From an optimization exercise on the open Yosys and OpenROAD flow, aimed at small area and a short achievable clock period; shortcuts taken in it are not production practice. At most, simulation tests tie the RTL to the original design; equivalence was not proved. Power figures rest on the tool's default switching activity, not on a simulated workload.

==> flow/design.v <==
package dither_pkg;
    localparam int PIX_W = 8;
    localparam int Q_W = 5;
    localparam int SH_W = 6;
    localparam int RGB_W = 24;
    localparam int LINE_TOTAL = 24;
    localparam int LATENCY = 2 * LINE_TOTAL + 3;
    localparam int PIX_STAGES = 11;
    localparam int QLAT = PIX_STAGES + 1;
    localparam int HIST_NEXT = LINE_TOTAL - 5;
    localparam int HIST_FAR  = 2 * LINE_TOTAL - 10;
    localparam int HIST_LEN  = HIST_FAR + 1;
    localparam int CNT_W   = 6;
    localparam int CNT_MAX = LATENCY;
endpackage
import dither_pkg::*;
module diffusion_row
#(
    parameter int K = 3
) (
    input  logic             clk,
    input  logic [PIX_W-1:0] value_in,
    input  logic [K-1:0]     share,
    output logic [PIX_W-1:0] value_out
);
    logic               neg;
    logic [K:0]         lo;
    logic               cy;
    logic [PIX_W-K-1:0] hi;
    logic [PIX_W-K-1:0] hi_new;
    logic               up;
    logic               dn;
    logic [PIX_W-K:0]   all1;
    logic [PIX_W-K:0]   all0;
    logic               ovf;
    logic               unf;
    assign neg = share[K-1];
    assign lo = {1'b0, value_in[K-1:0]} + {1'b0, share};
    assign cy = lo[K];
    assign hi = value_in[PIX_W-1:K];
    assign up = cy && !neg;
    assign dn = !cy && neg;
    always_comb begin
        all1[0] = 1'b1;
        all0[0] = 1'b1;
        for (int i = 0; i < PIX_W - K; i++) begin
            all1[i+1] = all1[i] && hi[i];
            all0[i+1] = all0[i] && !hi[i];
        end
        for (int i = 0; i < PIX_W - K; i++) begin
            hi_new[i] = hi[i] ^ ((up && all1[i]) || (dn && all0[i]));
        end
    end
    assign ovf = up && all1[PIX_W-K];
    assign unf = dn && all0[PIX_W-K];
    always_ff @(posedge clk) begin
        value_out <= unf ? '0 : (ovf ? '1 : {hi_new, lo[K-1:0]});
    end
endmodule
module line_fifo
#(
    parameter int WIDTH = 1,
    parameter int DEPTH = 1
) (
    input  logic             clk,
    input  logic [WIDTH-1:0] din,
    output logic [DEPTH-1:0][WIDTH-1:0] taps
);
    always_ff @(posedge clk) begin
        taps[0] <= din;
        for (int i = 1; i < DEPTH; i++) begin
            taps[i] <= taps[i-1];
        end
    end
endmodule
import dither_pkg::*;
module jjn_quantizer
(
    input  logic             clk,
    input  logic [PIX_W-1:0] value_in,
    input  logic             de_in,
    output logic [Q_W-1:0]   q_out,
    output logic             bd_out
);
    localparam int NJ = 7;   
    logic [4:0]        a;
    logic [2:0]        c;
    logic signed [6:0] s    [NJ];
    logic [NJ-1:0]     zero;
    logic [NJ-1:0]     b_at;
    logic [Q_W-1:0]    z_at [NJ];
    logic [Q_W-1:0]    m_at [NJ-1];
    assign a = value_in[7:3];
    assign c = value_in[2:0];
    always_comb begin
        for (int j = 0; j < NJ; j++) begin
            s[j]    = $signed({2'b00, a}) + 7'(j - 3);
            zero[j] = !de_in || s[j][6] || s[j][5];
            b_at[j] = !s[j][6] && (s[j][5] || s[j][4]);
            z_at[j] = zero[j] ? '0 : s[j][Q_W-1:0];
        end
        for (int j = 0; j < NJ - 1; j++) begin
            m_at[j] = zero[j] ? '0 : (b_at[j] ? s[j+1][Q_W-1:0] : s[j][Q_W-1:0]);
        end
    end
    logic signed [5:0] w7;
    logic [5:0]        hsel;
    logic [2:0]        l;
    assign w7 = 6'($signed(q_out)) + 6'($signed(q_out) >>> 1) - 6'($signed(q_out) >>> 2);
    assign l  = w7[2:0];
    always_comb begin
        for (int h = 0; h < 6; h++) begin
            hsel[h] = (w7[5:3] == 3'(h - 3));
        end
    end
    logic [3:0] t;
    logic       cy8;
    logic       cy7;
    assign t   = {1'b0, c} + {1'b0, l};
    assign cy8 = t[3];
    assign cy7 = t[3] || (t[2:0] == 3'd7);
    logic [Q_W-1:0] q0;
    logic [Q_W-1:0] q1;
    logic [Q_W-1:0] q2;
    logic           b0;
    logic           b2;
    always_comb begin
        q0 = '0;
        q1 = '0;
        q2 = '0;
        b0 = 1'b0;
        b2 = 1'b0;
        for (int h = 0; h < 6; h++) begin
            q0 = q0 | ({Q_W{hsel[h]}} & z_at[h]);
            q1 = q1 | ({Q_W{hsel[h]}} & m_at[h]);
            q2 = q2 | ({Q_W{hsel[h]}} & z_at[h+1]);
            b0 = b0 | (hsel[h] & b_at[h]);
            b2 = b2 | (hsel[h] & b_at[h+1]);
        end
    end
    always_ff @(posedge clk) begin
        q_out  <= cy8 ? q2 : (cy7 ? q1 : q0);
        bd_out <= cy8 ? b2 : b0;
    end
endmodule
import dither_pkg::*;
module jjn_dither_top
(
    input  logic             clk,
    input  logic             rst,
    input  logic [RGB_W-1:0] rgb,
    input  logic             de,
    input  logic             hs,
    input  logic             vs,
    output logic [RGB_W-1:0] dout,
    output logic             de_out,
    output logic             hs_out,
    output logic             vs_out
);
    logic [CNT_W-1:0] cnt;
    always_ff @(posedge clk) begin
        if (rst)
            cnt <= '0;
        else if (cnt != CNT_W'(CNT_MAX))
            cnt <= cnt + 1'b1;
    end
    logic [LATENCY-1:0][2:0] sync_taps;
    line_fifo #(.WIDTH(3), .DEPTH(LATENCY)) sync_dly (
        .clk(clk), .din({de, hs, vs}), .taps(sync_taps)
    );
    logic [PIX_STAGES:1][PIX_W-1:0] pix;
    logic [HIST_LEN-2:0][Q_W:0] hist_taps;
    logic [Q_W-1:0]   q_next;
    logic [Q_W-1:0]   q_near;
    logic             bd_near;
    function automatic logic [2:0] share_w1(input logic [Q_W-1:0] q);
        case (q[4:3])
            2'b00:   share_w1 = 3'sd0;
            2'b01:   share_w1 = 3'sd1;
            2'b10:   share_w1 = -3'sd3;
            default: share_w1 = -3'sd2;
        endcase
    endfunction
    function automatic logic [4:0] share_w5(input logic [Q_W-1:0] q);
        share_w5 = $signed(q) - ($signed(q) >>> 3);
    endfunction
    function automatic logic [5:0] share_w7(input logic [Q_W-1:0] q);
        share_w7 = 6'($signed(q)) + 6'($signed(q) >>> 1) - 6'($signed(q) >>> 2);
    endfunction
    logic [5:0] gr;
    logic [6:0] gg;
    logic [5:0] gb;
    logic [6:0] gs_q;
    logic [6:1] gc_q;
    assign gr = rgb[23:18];
    assign gg = rgb[15:9];
    assign gb = rgb[7:2];
    always_ff @(posedge clk) begin
        gs_q <= {gg[6], gr ^ gg[5:0] ^ gb};
        gc_q <= (gr & gg[5:0]) | (gr & gb) | (gg[5:0] & gb);
    end
    logic           keep_next;
    logic           keep_far;
    logic [3:0]     far_q41;
    logic [4:0]     far_w5;
    logic [4:0]     next_w5;
    logic [5:0]     next_w7;
    assign keep_next = !rst && (cnt >= CNT_W'(HIST_NEXT));
    assign keep_far  = !rst && (cnt >= CNT_W'(HIST_FAR));
    always_ff @(posedge clk) begin
        far_q41 <= keep_far ? hist_taps[HIST_FAR-2][Q_W-1:1] : '0;
        far_w5  <= keep_far ? share_w5(hist_taps[HIST_FAR-2][Q_W-1:0]) : '0;
        next_w5 <= keep_next ? share_w5(hist_taps[HIST_NEXT-2][Q_W-1:0]) : '0;
        next_w7 <= keep_next ? share_w7(hist_taps[HIST_NEXT-2][Q_W-1:0]) : '0;
    end
    assign q_next = hist_taps[HIST_NEXT-1][Q_W-1:0];
    logic [2:0] far_w1;
    assign far_w1 = share_w1({far_q41, 1'b0});
    logic signed [9:0] far0_sum;
    assign far0_sum = $signed({3'b0, gs_q}) + $signed({3'b0, gc_q, 1'b0}) + $signed(far_w1);
    always_ff @(posedge clk) begin
        pix[1] <= far0_sum[9] ? '0 : far0_sum[PIX_W-1:0];
    end
    diffusion_row #(.K(4)) far1 (.clk(clk), .value_in(pix[1]), .share(far_q41), .value_out(pix[2]));
    diffusion_row #(.K(5)) far2 (.clk(clk), .value_in(pix[2]), .share(far_w5), .value_out(pix[3]));
    diffusion_row #(.K(4)) far3 (.clk(clk), .value_in(pix[3]), .share(far_q41), .value_out(pix[4]));
    diffusion_row #(.K(3)) far4 (.clk(clk), .value_in(pix[4]), .share(far_w1), .value_out(pix[5]));
    diffusion_row #(.K(4)) nxt0 (.clk(clk), .value_in(pix[5]), .share(q_next[4:1]), .value_out(pix[6]));
    diffusion_row #(.K(5)) nxt1 (.clk(clk), .value_in(pix[6]), .share(next_w5), .value_out(pix[7]));
    diffusion_row #(.K(6)) nxt2 (.clk(clk), .value_in(pix[7]), .share(next_w7), .value_out(pix[8]));
    diffusion_row #(.K(5)) nxt3 (.clk(clk), .value_in(pix[8]), .share(next_w5), .value_out(pix[9]));
    diffusion_row #(.K(4)) nxt4 (.clk(clk), .value_in(pix[9]), .share(q_next[4:1]), .value_out(pix[10]));
    diffusion_row #(.K(5)) cur0 (.clk(clk), .value_in(pix[10]), .share(share_w5(q_near)), .value_out(pix[11]));
    logic de_eff;
    assign de_eff = sync_taps[PIX_STAGES][2] && (cnt >= CNT_W'(QLAT));
    jjn_quantizer quantizer_i (
        .clk(clk), .value_in(pix[PIX_STAGES]), .de_in(de_eff),
        .q_out(q_near), .bd_out(bd_near)
    );
    always_ff @(posedge clk) begin
        hist_taps[0] <= {bd_near, q_near};
        for (int i = 1; i < HIST_LEN - 1; i++) begin
            hist_taps[i] <= hist_taps[i-1];
        end
        if (!keep_next) hist_taps[HIST_NEXT-1][Q_W-1:0] <= '0;
    end
    logic       out_ok;
    logic       bd_q;
    logic [2:0] sync_q;
    assign out_ok = !rst && (cnt == CNT_W'(CNT_MAX));
    always_ff @(posedge clk) begin
        bd_q   <= out_ok && hist_taps[HIST_FAR-1][Q_W] && sync_taps[LATENCY-1][2];
        sync_q <= out_ok ? sync_taps[LATENCY-1] : 3'b000;
    end
    assign dout = {RGB_W{bd_q}};
    assign {de_out, hs_out, vs_out} = sync_q;
endmodule
clock: 6.5 ns
lec_check: 0
abc_area: 1
cap_margin: 20
core_margin: 2
core_utilization: 60
cts_buf_list: sky130_fd_sc_hd__clkbuf_8
cts_cluster_diameter: 80
cts_cluster_size: 20
setup_slack_margin: 4.0
slew_margin: 20
standard.sh (not shown) runs the stock make flow with config.mk's settings and CLKGATE_MAP_FILE= SYNTH_SCRIPT=/design/flow/synth_recipe.tcl, a recipe that flattens the netlist after the stock synthesis.
==> flow/flow/run.sh <==
#!/bin/bash
# The standard layout (standard.sh) with these ORFS settings changed:
#   ADDER_MAP_FILE empty: no adder cells are extracted in synthesis, so ABC
#     maps all of the arithmetic itself (registers and names unchanged);
#   and the placement/CTS/repair settings listed on the make line below.
# Every tool's output goes to orfs_make.log here; ORFS keeps its per-step
# logs under orfs/logs.
set -euo pipefail
bash standard.sh ADDER_MAP_FILE= MATCH_CELL_FOOTPRINT=0 'BUFFER_PORTS_ARGS=-buffer_cell sky130_fd_sc_hd__buf_2' finish > orfs_make.log 2>&1
Rerun with:
--- a/flow/design.v
+++ b/flow/design.v
@@ -118,30 +118,29 @@
     logic       cy7;
     assign t   = {1'b0, c} + {1'b0, l};
     assign cy8 = t[3];
     assign cy7 = t[3] || (t[2:0] == 3'd7);
-    logic [Q_W-1:0] q0;
-    logic [Q_W-1:0] q1;
-    logic [Q_W-1:0] q2;
-    logic           b0;
-    logic           b2;
-    always_comb begin
-        q0 = '0;
-        q1 = '0;
-        q2 = '0;
-        b0 = 1'b0;
-        b2 = 1'b0;
-        for (int h = 0; h < 6; h++) begin
-            q0 = q0 | ({Q_W{hsel[h]}} & z_at[h]);
-            q1 = q1 | ({Q_W{hsel[h]}} & m_at[h]);
-            q2 = q2 | ({Q_W{hsel[h]}} & z_at[h+1]);
-            b0 = b0 | (hsel[h] & b_at[h]);
-            b2 = b2 | (hsel[h] & b_at[h+1]);
-        end
-    end
-    always_ff @(posedge clk) begin
-        q_out  <= cy8 ? q2 : (cy7 ? q1 : q0);
-        bd_out <= cy8 ? b2 : b0;
+    logic [NJ-1:0]  d0sel;
+    logic           inc;
+    logic [Q_W-1:0] q_new;
+    logic           b;
+    always_comb begin
+        for (int j = 0; j < NJ; j++) begin
+            d0sel[j] = (j < 6 && hsel[j] && !cy8) || (j > 0 && hsel[j-1] && cy8);
+        end
+    end
+    assign inc = cy7 && !cy8;
+    always_comb begin
+        q_new = '0;
+        b     = 1'b0;
+        for (int j = 0; j < NJ; j++) begin
+            q_new = q_new | ({Q_W{d0sel[j]}} & ((j < NJ - 1 && inc) ? m_at[j] : z_at[j]));
+            b     = b | (d0sel[j] & b_at[j]);
+        end
+    end
+    always_ff @(posedge clk) begin
+        q_out  <= q_new;
+        bd_out <= b;
     end
 endmodule
 import dither_pkg::*;
 module jjn_dither_top
Clock power drops by about 10%. Setup slack improved by 0.011 ns. Total power climbs by 35%. Die area drops by 1.1%. Cell area drops by 0.50%. Maximum frequency climbs by 0.43%. Count of clock-buffer cells in the layout drops by 1. Cell count climbs by 2.0%. Hold slack improved by 0.015 ns. Area after synthesis drops by 1.1%. Combinational power climbs to 4.2 times its value.
For the second run of this note, only the layout was checked, not whether the RTL still works.

-- re-timing with driven ports --
Ports are ideal in the flow. The routed layouts listed here were re-timed in OpenROAD.
Step 1 (the two cells are an assumption about what drives the block):
set clk [get_ports {clk}]
set_driving_cell -lib_cell sky130_fd_sc_hd__clkbuf_16 $clk
set_driving_cell -lib_cell sky130_fd_sc_hd__buf_2 [delete_from_list [all_inputs] $clk]
Step 2 moves the port delays by t, midway between the first and last clock arrival at a register: inputs arrive t later, outputs are due t later. That takes back most of the time a late clock gives input paths.
Slacks: ideal ports / drivers / drivers and shift; pairs: ideal ports / drivers.
| run | t, ns | setup slack, ns | worst hold slack (ns) | worst slew at a driven data input, ns |
|---|---|---|---|---|
| the first run | 0.657 | 3.979 / 3.933 / 3.844 | 0.315 / 0.315 / 0.315 | 0.03 |
| the second run | 0.631 | 3.990 / 3.944 / 3.616 | 0.330 / 0.330 / 0.330 | 0.03 |
After both steps every run listed still meets setup and hold. For the second run, which loses most, drivers alone change the setup slack by -0.046 ns; drivers and shift together by -0.374 ns.
